Background: an optimization exercise with open tools, aiming at small area, a short achievable clock period and few clock cycles per item. Do not read the settings as production practice. RTL that was checked went through simulation tests only; none was proved equivalent to the original. Power and IR drop assume default switching activity.

==> 12-22 <==
// dsp_slice_top
module dsp_slice_top (
    input  logic                 w_CLK,
    input  logic                 RSTALLCARRYIN,
    input  logic                 wb_cyc,
    input  logic                 wb_stb,
    input  logic [103:0]         wb_op,
    output logic                 wb_ack,
    output logic                 res_valid,
    output logic [52:0]          res,
    input  logic                 res_ready
);
Settings: LEC_CHECK=0, CAP_MARGIN=20, CORE_MARGIN=2, CORE_UTILIZATION=40, SETUP_SLACK_MARGIN=3.5, SLEW_MARGIN=20, SYNTH_HIERARCHICAL=1, SYNTH_MINIMUM_KEEP_SIZE=0; clock period 7.5 ns.
standard.sh (not shown) runs the stock make flow with config.mk's settings and CLKGATE_MAP_FILE= SYNTH_SCRIPT=/design/flow/synth_recipe.tcl, a recipe that flattens the netlist after the stock synthesis.
==> flow/flow/run.sh <==
#!/bin/bash
# The standard layout (standard.sh: the ORFS flow and synthesis), with
# the port buffers made of plain buffers instead of ORFS's default pick.
set -euo pipefail
export BUFFER_PORTS_ARGS="-buffer_cell sky130_fd_sc_hd__buf_2"
bash standard.sh > standard.log 2>&1
==> 12-05: changes against 12-22 <==
Settings changed: SETUP_SLACK_MARGIN 3.5 to 2.0.
==> comparison table <==
Run status: 12-05 timing/DRC/antenna clean; 12-22 timing/DRC/antenna clean
Worst clock skew on the final layout: 12-05 32.9 ps; 12-22 18.4 ps
Slew HR: 12-05 0.288; 12-22 0.291
Routing usage on met2: 12-05 0.350; 12-22 0.384
Highest fanout seen on the critical path: 12-05 20; 12-22 6
Sequential portion of the cell area: 12-05 0.259; 12-22 0.228
Fraction of layout instances using a drive strength above 1: 12-05 0.129; 12-22 0.312
Met1 track utilization from global routing: 12-05 0.322; 12-22 0.332
Psw: 12-05 4.71 mW; 12-22 5.19 mW
Total power after layout: 12-05 10.8 mW; 12-22 12.0 mW
Vias in the first global route: 12-05 19732; 12-22 20752
Beginning of the worst register-to-register path: 12-05 in_op[6]; 12-22 q_sub
Launching element of the worst setup path: 12-05 in_op[6]; 12-22 q_sub
Setup fix buffers added after clock tree synthesis: 12-05 0; 12-22 138
Worst Hold Margin: 12-05 554 ps; 12-22 562 ps
Routability congestion estimate from global placement: 12-05 0.904; 12-22 0.906
Initial antenna violation count: 12-05 0; 12-22 1
Function was not checked in any run of this note: the RTL went through the layout flow alone.

==> inputs of 08-19 <==
Another version of the RTL of dsp_slice_top (not shown whole).
export LEC_CHECK = 0
export CAP_MARGIN = 20
export CORE_MARGIN = 2
export CORE_UTILIZATION = 50
export SETUP_SLACK_MARGIN = 2.5
export SLEW_MARGIN = 20
export SYNTH_HIERARCHICAL = 1
export SYNTH_MINIMUM_KEEP_SIZE = 0
create_clock -name core_clock -period 7.5 [get_ports {w_CLK}]
==> flow/flow/run.sh <==
#!/bin/bash
# The standard layout (standard.sh: the ORFS flow and synthesis), with
# the port buffers made of plain buffers instead of ORFS's default pick.
set -euo pipefail
export BUFFER_PORTS_ARGS="-buffer_cell sky130_fd_sc_hd__buf_1"
bash standard.sh > standard.log 2>&1
==> inputs of 01-02, as changes to 08-19 <==
==> flow/flow/run.sh (replaced) <==
#!/bin/bash
# The standard layout (standard.sh: the ORFS flow and synthesis), with
# the port buffers made of plain buffers instead of ORFS's default pick.
set -euo pipefail
export BUFFER_PORTS_ARGS="-buffer_cell sky130_fd_sc_hd__buf_4"
bash standard.sh > standard.log 2>&1
==> inputs of 08-17, as changes to 08-19 <==
--- a/flow/design.v
+++ b/flow/design.v
@@ -85,27 +85,28 @@
     assign x_mult = (x_sel == 2'd1);
     assign one = x_mult & (b0 ^ bm);
     assign two = x_mult & ((b1 & ~b0 & ~bm) | (~b1 & b0 & bm));
     assign neg = x_mult & (b1 ^ sub);
 endmodule
 module dsp_benca (
-    input  logic       x_mult,
-    input  logic       x_ab,
+    input  logic [1:0] x_sel,
     input  logic       sub,
     input  logic       b1,
     input  logic       b0,
     input  logic       bm,
     output logic       one,
     output logic       two,
     output logic       neg,
     output logic       sel_ab
 );
-    assign sel_ab = x_ab;
+    logic x_mult;
+    assign x_mult = (x_sel == 2'd1);
+    assign sel_ab = (x_sel == 2'd3);
     assign one = x_mult & (b0 ^ bm);
     assign two = x_mult & ((b1 & ~b0 & ~bm) | (~b1 & b0 & bm));
-    assign neg = (x_mult & (b1 ^ sub)) | (x_ab & sub);
+    assign neg = (x_mult & (b1 ^ sub)) | (sel_ab & sub);
 endmodule
 module dsp_xg (
     input  logic [1:0] x_sel,
     input  logic       sub,
     input  logic [7:0] ab,
     output logic [7:0] x
@@ -964,14 +965,14 @@
     logic s684;
     logic c685;
     logic s686;
     logic c687;
     logic s688;
     logic c689;
-    dsp_benca u_be0 (.x_mult(x_mult), .x_ab(x_ab), .sub(sub), .b1(b[1]), .b0(b[0]), .bm(1'b0), .one(bo0), .two(bt0), .neg(bn0), .sel_ab(bs0));
-    dsp_benca u_be0h (.x_mult(x_mult), .x_ab(x_ab), .sub(sub), .b1(b[1]), .b0(b[0]), .bm(1'b0), .one(bo0h), .two(bt0h), .neg(bn0h), .sel_ab(bs0h));
+    dsp_benca u_be0 (.x_sel(x_sel), .sub(sub), .b1(b[1]), .b0(b[0]), .bm(1'b0), .one(bo0), .two(bt0), .neg(bn0), .sel_ab(bs0));
+    dsp_benca u_be0h (.x_sel(x_sel), .sub(sub), .b1(b[1]), .b0(b[0]), .bm(1'b0), .one(bo0h), .two(bt0h), .neg(bn0h), .sel_ab(bs0h));
     assign pp1 = ((bo0 & am[0]) | (bs0 & ab[0])) ^ bn0;
     assign pp2 = ((bo0 & am[1]) | (bt0 & am[0]) | (bs0 & ab[1])) ^ bn0;
     assign pp3 = ((bo0 & am[2]) | (bt0 & am[1])) ^ bn0;
     assign pp4 = ((bo0 & am[3]) | (bt0 & am[2])) ^ bn0;
     assign pp5 = ((bo0 & am[4]) | (bt0 & am[3])) ^ bn0;
     assign pp6 = ((bo0 & am[5]) | (bt0 & am[4])) ^ bn0;
@@ -995,14 +996,14 @@
     assign pp24 = ((bo0h & am[23]) | (bt0h & am[22])) ^ bn0h;
     assign pp25 = ((bo0h & am[24]) | (bt0h & am[23])) ^ bn0h;
     assign pp26 = ((bo0h & am[25]) | (bt0h & am[24])) ^ bn0h;
     assign pp27 = ((bo0h & am[26]) | (bt0h & am[25])) ^ bn0h;
     assign pp28 = ((bo0h & am[26]) | (bt0h & am[26])) ^ bn0h;
     assign ps29 = ~pp28;
-    dsp_benca u_be1 (.x_mult(x_mult), .x_ab(x_ab), .sub(sub), .b1(b[3]), .b0(b[2]), .bm(b[1]), .one(bo1), .two(bt1), .neg(bn1), .sel_ab(bs1));
-    dsp_benca u_be1h (.x_mult(x_mult), .x_ab(x_ab), .sub(sub), .b1(b[3]), .b0(b[2]), .bm(b[1]), .one(bo1h), .two(bt1h), .neg(bn1h), .sel_ab(bs1h));
+    dsp_benca u_be1 (.x_sel(x_sel), .sub(sub), .b1(b[3]), .b0(b[2]), .bm(b[1]), .one(bo1), .two(bt1), .neg(bn1), .sel_ab(bs1));
+    dsp_benca u_be1h (.x_sel(x_sel), .sub(sub), .b1(b[3]), .b0(b[2]), .bm(b[1]), .one(bo1h), .two(bt1h), .neg(bn1h), .sel_ab(bs1h));
     assign pp30 = ((bo1 & am[0]) | (bs1 & ab[2])) ^ bn1;
     assign pp31 = ((bo1 & am[1]) | (bt1 & am[0]) | (bs1 & ab[3])) ^ bn1;
     assign pp32 = ((bo1 & am[2]) | (bt1 & am[1])) ^ bn1;
     assign pp33 = ((bo1 & am[3]) | (bt1 & am[2])) ^ bn1;
     assign pp34 = ((bo1 & am[4]) | (bt1 & am[3])) ^ bn1;
     assign pp35 = ((bo1 & am[5]) | (bt1 & am[4])) ^ bn1;
@@ -1026,14 +1027,14 @@
     assign pp53 = ((bo1h & am[23]) | (bt1h & am[22])) ^ bn1h;
     assign pp54 = ((bo1h & am[24]) | (bt1h & am[23])) ^ bn1h;
     assign pp55 = ((bo1h & am[25]) | (bt1h & am[24])) ^ bn1h;
     assign pp56 = ((bo1h & am[26]) | (bt1h & am[25])) ^ bn1h;
     assign pp57 = ((bo1h & am[26]) | (bt1h & am[26])) ^ bn1h;
     assign ps58 = ~pp57;
-    dsp_benca u_be2 (.x_mult(x_mult), .x_ab(x_ab), .sub(sub), .b1(b[5]), .b0(b[4]), .bm(b[3]), .one(bo2), .two(bt2), .neg(bn2), .sel_ab(bs2));
-    dsp_benca u_be2h (.x_mult(x_mult), .x_ab(x_ab), .sub(sub), .b1(b[5]), .b0(b[4]), .bm(b[3]), .one(bo2h), .two(bt2h), .neg(bn2h), .sel_ab(bs2h));
+    dsp_benca u_be2 (.x_sel(x_sel), .sub(sub), .b1(b[5]), .b0(b[4]), .bm(b[3]), .one(bo2), .two(bt2), .neg(bn2), .sel_ab(bs2));
+    dsp_benca u_be2h (.x_sel(x_sel), .sub(sub), .b1(b[5]), .b0(b[4]), .bm(b[3]), .one(bo2h), .two(bt2h), .neg(bn2h), .sel_ab(bs2h));
     assign pp59 = ((bo2 & am[0]) | (bs2 & ab[4])) ^ bn2;
     assign pp60 = ((bo2 & am[1]) | (bt2 & am[0]) | (bs2 & ab[5])) ^ bn2;
     assign pp61 = ((bo2 & am[2]) | (bt2 & am[1])) ^ bn2;
     assign pp62 = ((bo2 & am[3]) | (bt2 & am[2])) ^ bn2;
     assign pp63 = ((bo2 & am[4]) | (bt2 & am[3])) ^ bn2;
     assign pp64 = ((bo2 & am[5]) | (bt2 & am[4])) ^ bn2;
@@ -1057,14 +1058,14 @@
     assign pp82 = ((bo2h & am[23]) | (bt2h & am[22])) ^ bn2h;
     assign pp83 = ((bo2h & am[24]) | (bt2h & am[23])) ^ bn2h;
     assign pp84 = ((bo2h & am[25]) | (bt2h & am[24])) ^ bn2h;
     assign pp85 = ((bo2h & am[26]) | (bt2h & am[25])) ^ bn2h;
     assign pp86 = ((bo2h & am[26]) | (bt2h & am[26])) ^ bn2h;
     assign ps87 = ~pp86;
-    dsp_benca u_be3 (.x_mult(x_mult), .x_ab(x_ab), .sub(sub), .b1(b[7]), .b0(b[6]), .bm(b[5]), .one(bo3), .two(bt3), .neg(bn3), .sel_ab(bs3));
-    dsp_benca u_be3h (.x_mult(x_mult), .x_ab(x_ab), .sub(sub), .b1(b[7]), .b0(b[6]), .bm(b[5]), .one(bo3h), .two(bt3h), .neg(bn3h), .sel_ab(bs3h));
+    dsp_benca u_be3 (.x_sel(x_sel), .sub(sub), .b1(b[7]), .b0(b[6]), .bm(b[5]), .one(bo3), .two(bt3), .neg(bn3), .sel_ab(bs3));
+    dsp_benca u_be3h (.x_sel(x_sel), .sub(sub), .b1(b[7]), .b0(b[6]), .bm(b[5]), .one(bo3h), .two(bt3h), .neg(bn3h), .sel_ab(bs3h));
     assign pp88 = ((bo3 & am[0]) | (bs3 & ab[6])) ^ bn3;
     assign pp89 = ((bo3 & am[1]) | (bt3 & am[0]) | (bs3 & ab[7])) ^ bn3;
     assign pp90 = ((bo3 & am[2]) | (bt3 & am[1])) ^ bn3;
     assign pp91 = ((bo3 & am[3]) | (bt3 & am[2])) ^ bn3;
     assign pp92 = ((bo3 & am[4]) | (bt3 & am[3])) ^ bn3;
     assign pp93 = ((bo3 & am[5]) | (bt3 & am[4])) ^ bn3;
@@ -1088,14 +1089,14 @@
     assign pp111 = ((bo3h & am[23]) | (bt3h & am[22])) ^ bn3h;
     assign pp112 = ((bo3h & am[24]) | (bt3h & am[23])) ^ bn3h;
     assign pp113 = ((bo3h & am[25]) | (bt3h & am[24])) ^ bn3h;
     assign pp114 = ((bo3h & am[26]) | (bt3h & am[25])) ^ bn3h;
     assign pp115 = ((bo3h & am[26]) | (bt3h & am[26])) ^ bn3h;
     assign ps116 = ~pp115;
-    dsp_benca u_be4 (.x_mult(x_mult), .x_ab(x_ab), .sub(sub), .b1(b[9]), .b0(b[8]), .bm(b[7]), .one(bo4), .two(bt4), .neg(bn4), .sel_ab(bs4));
-    dsp_benca u_be4h (.x_mult(x_mult), .x_ab(x_ab), .sub(sub), .b1(b[9]), .b0(b[8]), .bm(b[7]), .one(bo4h), .two(bt4h), .neg(bn4h), .sel_ab(bs4h));
+    dsp_benca u_be4 (.x_sel(x_sel), .sub(sub), .b1(b[9]), .b0(b[8]), .bm(b[7]), .one(bo4), .two(bt4), .neg(bn4), .sel_ab(bs4));
+    dsp_benca u_be4h (.x_sel(x_sel), .sub(sub), .b1(b[9]), .b0(b[8]), .bm(b[7]), .one(bo4h), .two(bt4h), .neg(bn4h), .sel_ab(bs4h));
     assign pp117 = ((bo4 & am[0]) | (bs4 & ab[8])) ^ bn4;
     assign pp118 = ((bo4 & am[1]) | (bt4 & am[0]) | (bs4 & ab[9])) ^ bn4;
     assign pp119 = ((bo4 & am[2]) | (bt4 & am[1])) ^ bn4;
     assign pp120 = ((bo4 & am[3]) | (bt4 & am[2])) ^ bn4;
     assign pp121 = ((bo4 & am[4]) | (bt4 & am[3])) ^ bn4;
     assign pp122 = ((bo4 & am[5]) | (bt4 & am[4])) ^ bn4;
@@ -1119,14 +1120,14 @@
     assign pp140 = ((bo4h & am[23]) | (bt4h & am[22])) ^ bn4h;
     assign pp141 = ((bo4h & am[24]) | (bt4h & am[23])) ^ bn4h;
     assign pp142 = ((bo4h & am[25]) | (bt4h & am[24])) ^ bn4h;
     assign pp143 = ((bo4h & am[26]) | (bt4h & am[25])) ^ bn4h;
     assign pp144 = ((bo4h & am[26]) | (bt4h & am[26])) ^ bn4h;
     assign ps145 = ~pp144;
-    dsp_benca u_be5 (.x_mult(x_mult), .x_ab(x_ab), .sub(sub), .b1(b[11]), .b0(b[10]), .bm(b[9]), .one(bo5), .two(bt5), .neg(bn5), .sel_ab(bs5));
-    dsp_benca u_be5h (.x_mult(x_mult), .x_ab(x_ab), .sub(sub), .b1(b[11]), .b0(b[10]), .bm(b[9]), .one(bo5h), .two(bt5h), .neg(bn5h), .sel_ab(bs5h));
+    dsp_benca u_be5 (.x_sel(x_sel), .sub(sub), .b1(b[11]), .b0(b[10]), .bm(b[9]), .one(bo5), .two(bt5), .neg(bn5), .sel_ab(bs5));
+    dsp_benca u_be5h (.x_sel(x_sel), .sub(sub), .b1(b[11]), .b0(b[10]), .bm(b[9]), .one(bo5h), .two(bt5h), .neg(bn5h), .sel_ab(bs5h));
     assign pp146 = ((bo5 & am[0]) | (bs5 & ab[10])) ^ bn5;
     assign pp147 = ((bo5 & am[1]) | (bt5 & am[0]) | (bs5 & ab[11])) ^ bn5;
     assign pp148 = ((bo5 & am[2]) | (bt5 & am[1])) ^ bn5;
     assign pp149 = ((bo5 & am[3]) | (bt5 & am[2])) ^ bn5;
     assign pp150 = ((bo5 & am[4]) | (bt5 & am[3])) ^ bn5;
     assign pp151 = ((bo5 & am[5]) | (bt5 & am[4])) ^ bn5;
@@ -1150,14 +1151,14 @@
     assign pp169 = ((bo5h & am[23]) | (bt5h & am[22])) ^ bn5h;
     assign pp170 = ((bo5h & am[24]) | (bt5h & am[23])) ^ bn5h;
     assign pp171 = ((bo5h & am[25]) | (bt5h & am[24])) ^ bn5h;
     assign pp172 = ((bo5h & am[26]) | (bt5h & am[25])) ^ bn5h;
     assign pp173 = ((bo5h & am[26]) | (bt5h & am[26])) ^ bn5h;
     assign ps174 = ~pp173;
-    dsp_benca u_be6 (.x_mult(x_mult), .x_ab(x_ab), .sub(sub), .b1(b[13]), .b0(b[12]), .bm(b[11]), .one(bo6), .two(bt6), .neg(bn6), .sel_ab(bs6));
-    dsp_benca u_be6h (.x_mult(x_mult), .x_ab(x_ab), .sub(sub), .b1(b[13]), .b0(b[12]), .bm(b[11]), .one(bo6h), .two(bt6h), .neg(bn6h), .sel_ab(bs6h));
+    dsp_benca u_be6 (.x_sel(x_sel), .sub(sub), .b1(b[13]), .b0(b[12]), .bm(b[11]), .one(bo6), .two(bt6), .neg(bn6), .sel_ab(bs6));
+    dsp_benca u_be6h (.x_sel(x_sel), .sub(sub), .b1(b[13]), .b0(b[12]), .bm(b[11]), .one(bo6h), .two(bt6h), .neg(bn6h), .sel_ab(bs6h));
     assign pp175 = ((bo6 & am[0]) | (bs6 & ab[12])) ^ bn6;
     assign pp176 = ((bo6 & am[1]) | (bt6 & am[0]) | (bs6 & ab[13])) ^ bn6;
     assign pp177 = ((bo6 & am[2]) | (bt6 & am[1])) ^ bn6;
     assign pp178 = ((bo6 & am[3]) | (bt6 & am[2])) ^ bn6;
     assign pp179 = ((bo6 & am[4]) | (bt6 & am[3])) ^ bn6;
     assign pp180 = ((bo6 & am[5]) | (bt6 & am[4])) ^ bn6;
@@ -1181,14 +1182,14 @@
     assign pp198 = ((bo6h & am[23]) | (bt6h & am[22])) ^ bn6h;
     assign pp199 = ((bo6h & am[24]) | (bt6h & am[23])) ^ bn6h;
     assign pp200 = ((bo6h & am[25]) | (bt6h & am[24])) ^ bn6h;
     assign pp201 = ((bo6h & am[26]) | (bt6h & am[25])) ^ bn6h;
     assign pp202 = ((bo6h & am[26]) | (bt6h & am[26])) ^ bn6h;
     assign ps203 = ~pp202;
-    dsp_benca u_be7 (.x_mult(x_mult), .x_ab(x_ab), .sub(sub), .b1(b[15]), .b0(b[14]), .bm(b[13]), .one(bo7), .two(bt7), .neg(bn7), .sel_ab(bs7));
-    dsp_benca u_be7h (.x_mult(x_mult), .x_ab(x_ab), .sub(sub), .b1(b[15]), .b0(b[14]), .bm(b[13]), .one(bo7h), .two(bt7h), .neg(bn7h), .sel_ab(bs7h));
+    dsp_benca u_be7 (.x_sel(x_sel), .sub(sub), .b1(b[15]), .b0(b[14]), .bm(b[13]), .one(bo7), .two(bt7), .neg(bn7), .sel_ab(bs7));
+    dsp_benca u_be7h (.x_sel(x_sel), .sub(sub), .b1(b[15]), .b0(b[14]), .bm(b[13]), .one(bo7h), .two(bt7h), .neg(bn7h), .sel_ab(bs7h));
     assign pp204 = ((bo7 & am[0]) | (bs7 & ab[14])) ^ bn7;
     assign pp205 = ((bo7 & am[1]) | (bt7 & am[0]) | (bs7 & ab[15])) ^ bn7;
     assign pp206 = ((bo7 & am[2]) | (bt7 & am[1])) ^ bn7;
     assign pp207 = ((bo7 & am[3]) | (bt7 & am[2])) ^ bn7;
     assign pp208 = ((bo7 & am[4]) | (bt7 & am[3])) ^ bn7;
     assign pp209 = ((bo7 & am[5]) | (bt7 & am[4])) ^ bn7;
@@ -1212,14 +1213,14 @@
     assign pp227 = ((bo7h & am[23]) | (bt7h & am[22])) ^ bn7h;
     assign pp228 = ((bo7h & am[24]) | (bt7h & am[23])) ^ bn7h;
     assign pp229 = ((bo7h & am[25]) | (bt7h & am[24])) ^ bn7h;
     assign pp230 = ((bo7h & am[26]) | (bt7h & am[25])) ^ bn7h;
     assign pp231 = ((bo7h & am[26]) | (bt7h & am[26])) ^ bn7h;
     assign ps232 = ~pp231;
-    dsp_benca u_be8 (.x_mult(x_mult), .x_ab(x_ab), .sub(sub), .b1(b[17]), .b0(b[16]), .bm(b[15]), .one(bo8), .two(bt8), .neg(bn8), .sel_ab(bs8));
-    dsp_benca u_be8h (.x_mult(x_mult), .x_ab(x_ab), .sub(sub), .b1(b[17]), .b0(b[16]), .bm(b[15]), .one(bo8h), .two(bt8h), .neg(bn8h), .sel_ab(bs8h));
+    dsp_benca u_be8 (.x_sel(x_sel), .sub(sub), .b1(b[17]), .b0(b[16]), .bm(b[15]), .one(bo8), .two(bt8), .neg(bn8), .sel_ab(bs8));
+    dsp_benca u_be8h (.x_sel(x_sel), .sub(sub), .b1(b[17]), .b0(b[16]), .bm(b[15]), .one(bo8h), .two(bt8h), .neg(bn8h), .sel_ab(bs8h));
     assign pp233 = ((bo8 & am[0]) | (bs8 & ab[16])) ^ bn8;
     assign pp234 = ((bo8 & am[1]) | (bt8 & am[0]) | (bs8 & ab[17])) ^ bn8;
     assign pp235 = ((bo8 & am[2]) | (bt8 & am[1]) | (bs8 & ab[18])) ^ bn8;
     assign pp236 = ((bo8 & am[3]) | (bt8 & am[2]) | (bs8 & ab[19])) ^ bn8;
     assign pp237 = ((bo8 & am[4]) | (bt8 & am[3]) | (bs8 & ab[20])) ^ bn8;
     assign pp238 = ((bo8 & am[5]) | (bt8 & am[4]) | (bs8 & ab[21])) ^ bn8;
==> flow/flow/run.sh (replaced) <==
#!/bin/bash
# The standard layout (standard.sh: the ORFS flow and synthesis), with
# the port buffers made of plain buffers instead of ORFS's default pick.
set -euo pipefail
export BUFFER_PORTS_ARGS="-buffer_cell sky130_fd_sc_hd__buf_2"
bash standard.sh > standard.log 2>&1
==> flow/config.mk (replaced) <==
export PLATFORM = sky130hd
export DESIGN_NAME = dsp_slice_top
export DESIGN_NICKNAME = dsp_slice_top
export VERILOG_FILES = /design/flow/design.v
export SDC_FILE = /design/flow/constraint.sdc
export NUM_CORES = 4
export LEC_CHECK = 0
export CAP_MARGIN = 5
export CORE_MARGIN = 2
export CORE_UTILIZATION = 50
export SETUP_SLACK_MARGIN = 2.5
export SLEW_MARGIN = 5
export SYNTH_HIERARCHICAL = 1
export SYNTH_MINIMUM_KEEP_SIZE = 0
==> Implementation_results.wiki <==
{| class="wikitable"
! Metric !! Value
|-
| Status || timing/DRC/antenna clean
|-
| Net count, final || 2,635
|-
| Share of post-route cells with drive strength above 1 || between 10% and 20%
|-
| Routed via count || approximately 18,000
|-
| Part of the total power dissipated in the clock network || under 10%
|-
| Combinational gate power || roughly 0.0092 W
|-
| Vertical die dimension || around 220 um
|-
| Commonest non-fill, non-tap cells in the layout || sky130_fd_sc_hd__fa_1, sky130_fd_sc_hd__xnor2_1, sky130_fd_sc_hd__a22oi_1
|-
| Clock tree skew after final layout || between 0.01 and 0.015 ns
|-
| Terminating pin of the worst hold path || pdp_q$_DFFE_PP_
|-
| Slew at the pin closest to its max-slew limit || 1.128 ns
|-
| Number of clock buffers in the layout || 26
|-
| Die X || about 220 um
|-
| Slew Limit Headroom || 24.77%
|}
-- figures above: 01-02

==> Implementation_results.wiki <==
{| class="wikitable"
! Metric !! Value
|-
| Part of the total power dissipated in the clock network || 8.6%
|-
| Die X || 224.6 um
|-
| Combinational gate power || ~0.009 W
|-
| Terminating pin of the worst hold path || pbdp_q$_DFFE_PP_
|-
| Clock tree skew after final layout || between 0.01 and 0.015 ns
|-
| Switching part of the total power || a little under half
|-
| Routed via count || 17,600
|-
| Commonest non-fill, non-tap cells in the layout || sky130_fd_sc_hd__fa_1, sky130_fd_sc_hd__xnor2_1, sky130_fd_sc_hd__a22oi_1
|-
| Vertical die dimension || 224.6 um
|-
| Slew Limit Headroom || between 20% and 30%
|-
| Status || timing/DRC/antenna clean
|-
| Number of clock buffers in the layout || 24
|}
-- figures above: 08-19

==> Implementation_results.wiki <==
{| class="wikitable"
! Metric !! Value
|-
| Status || timing/DRC/antenna clean
|-
| Part of the total power dissipated in the clock network || between 8 and 9%
|-
| Share of post-route cells with drive strength above 1 || between 10% and 20%
|-
| Net count, final || about 2,700
|-
| Clock tree skew after final layout || around 0.011 ns
|-
| Commonest non-fill, non-tap cells in the layout || sky130_fd_sc_hd__xnor2_1, sky130_fd_sc_hd__fa_1, sky130_fd_sc_hd__a22oi_1
|-
| Number of clock buffers in the layout || 23
|-
| Terminating pin of the worst hold path || pdp_q$_DFFE_PP_
|}
-- figures above: 08-17

Testbench counts of 08-19, summed over its fixed seeds: cycles 18,888, items 16,000.
Testbench counts of 01-02, summed over its fixed seeds: cycles 18,888, items 16,000.
Testbench counts of 08-17, summed over its fixed seeds: cycles 18,888, items 16,000.

## separate check: timing with driven ports
The flow's constraints put no driver on any port. The routed layouts listed below were extracted and timed again, unchanged, in two steps.
Step 1 sets driving cells, clkbuf_16 on the clock port and buf_2 on the other inputs (assumed; they add their load-dependent delay and slew).
Step 2 adds t to the input delays and takes it off the output delays; t is the mean of the earliest and latest rising clock arrival at the registers after step 1. Input paths then give back, and output paths get back, about the clock's delay inside the block.
Three values: no drivers, after step 1, after step 2; two values: the first two.
run	shift t [ns]	setup slack, ns	worst data-port slew with drivers (ns)	cell pins on the clock port's net
12-22	0.653	2.936 / 2.936 / 2.936	0.05	1
12-05	0.657	2.326 / 2.326 / 2.326	0.05	1
08-19	0.572	2.570 / 2.601 / 2.029	0.04	1
01-02	0.582	2.591 / 2.619 / 2.037	0.05	1
08-17	0.583	2.608 / 2.640 / 2.057	0.05	1
After both steps setup and hold are still met in every run listed. For 01-02, which loses most, drivers alone change the setup slack by +0.028 ns; drivers and shift together by -0.554 ns.
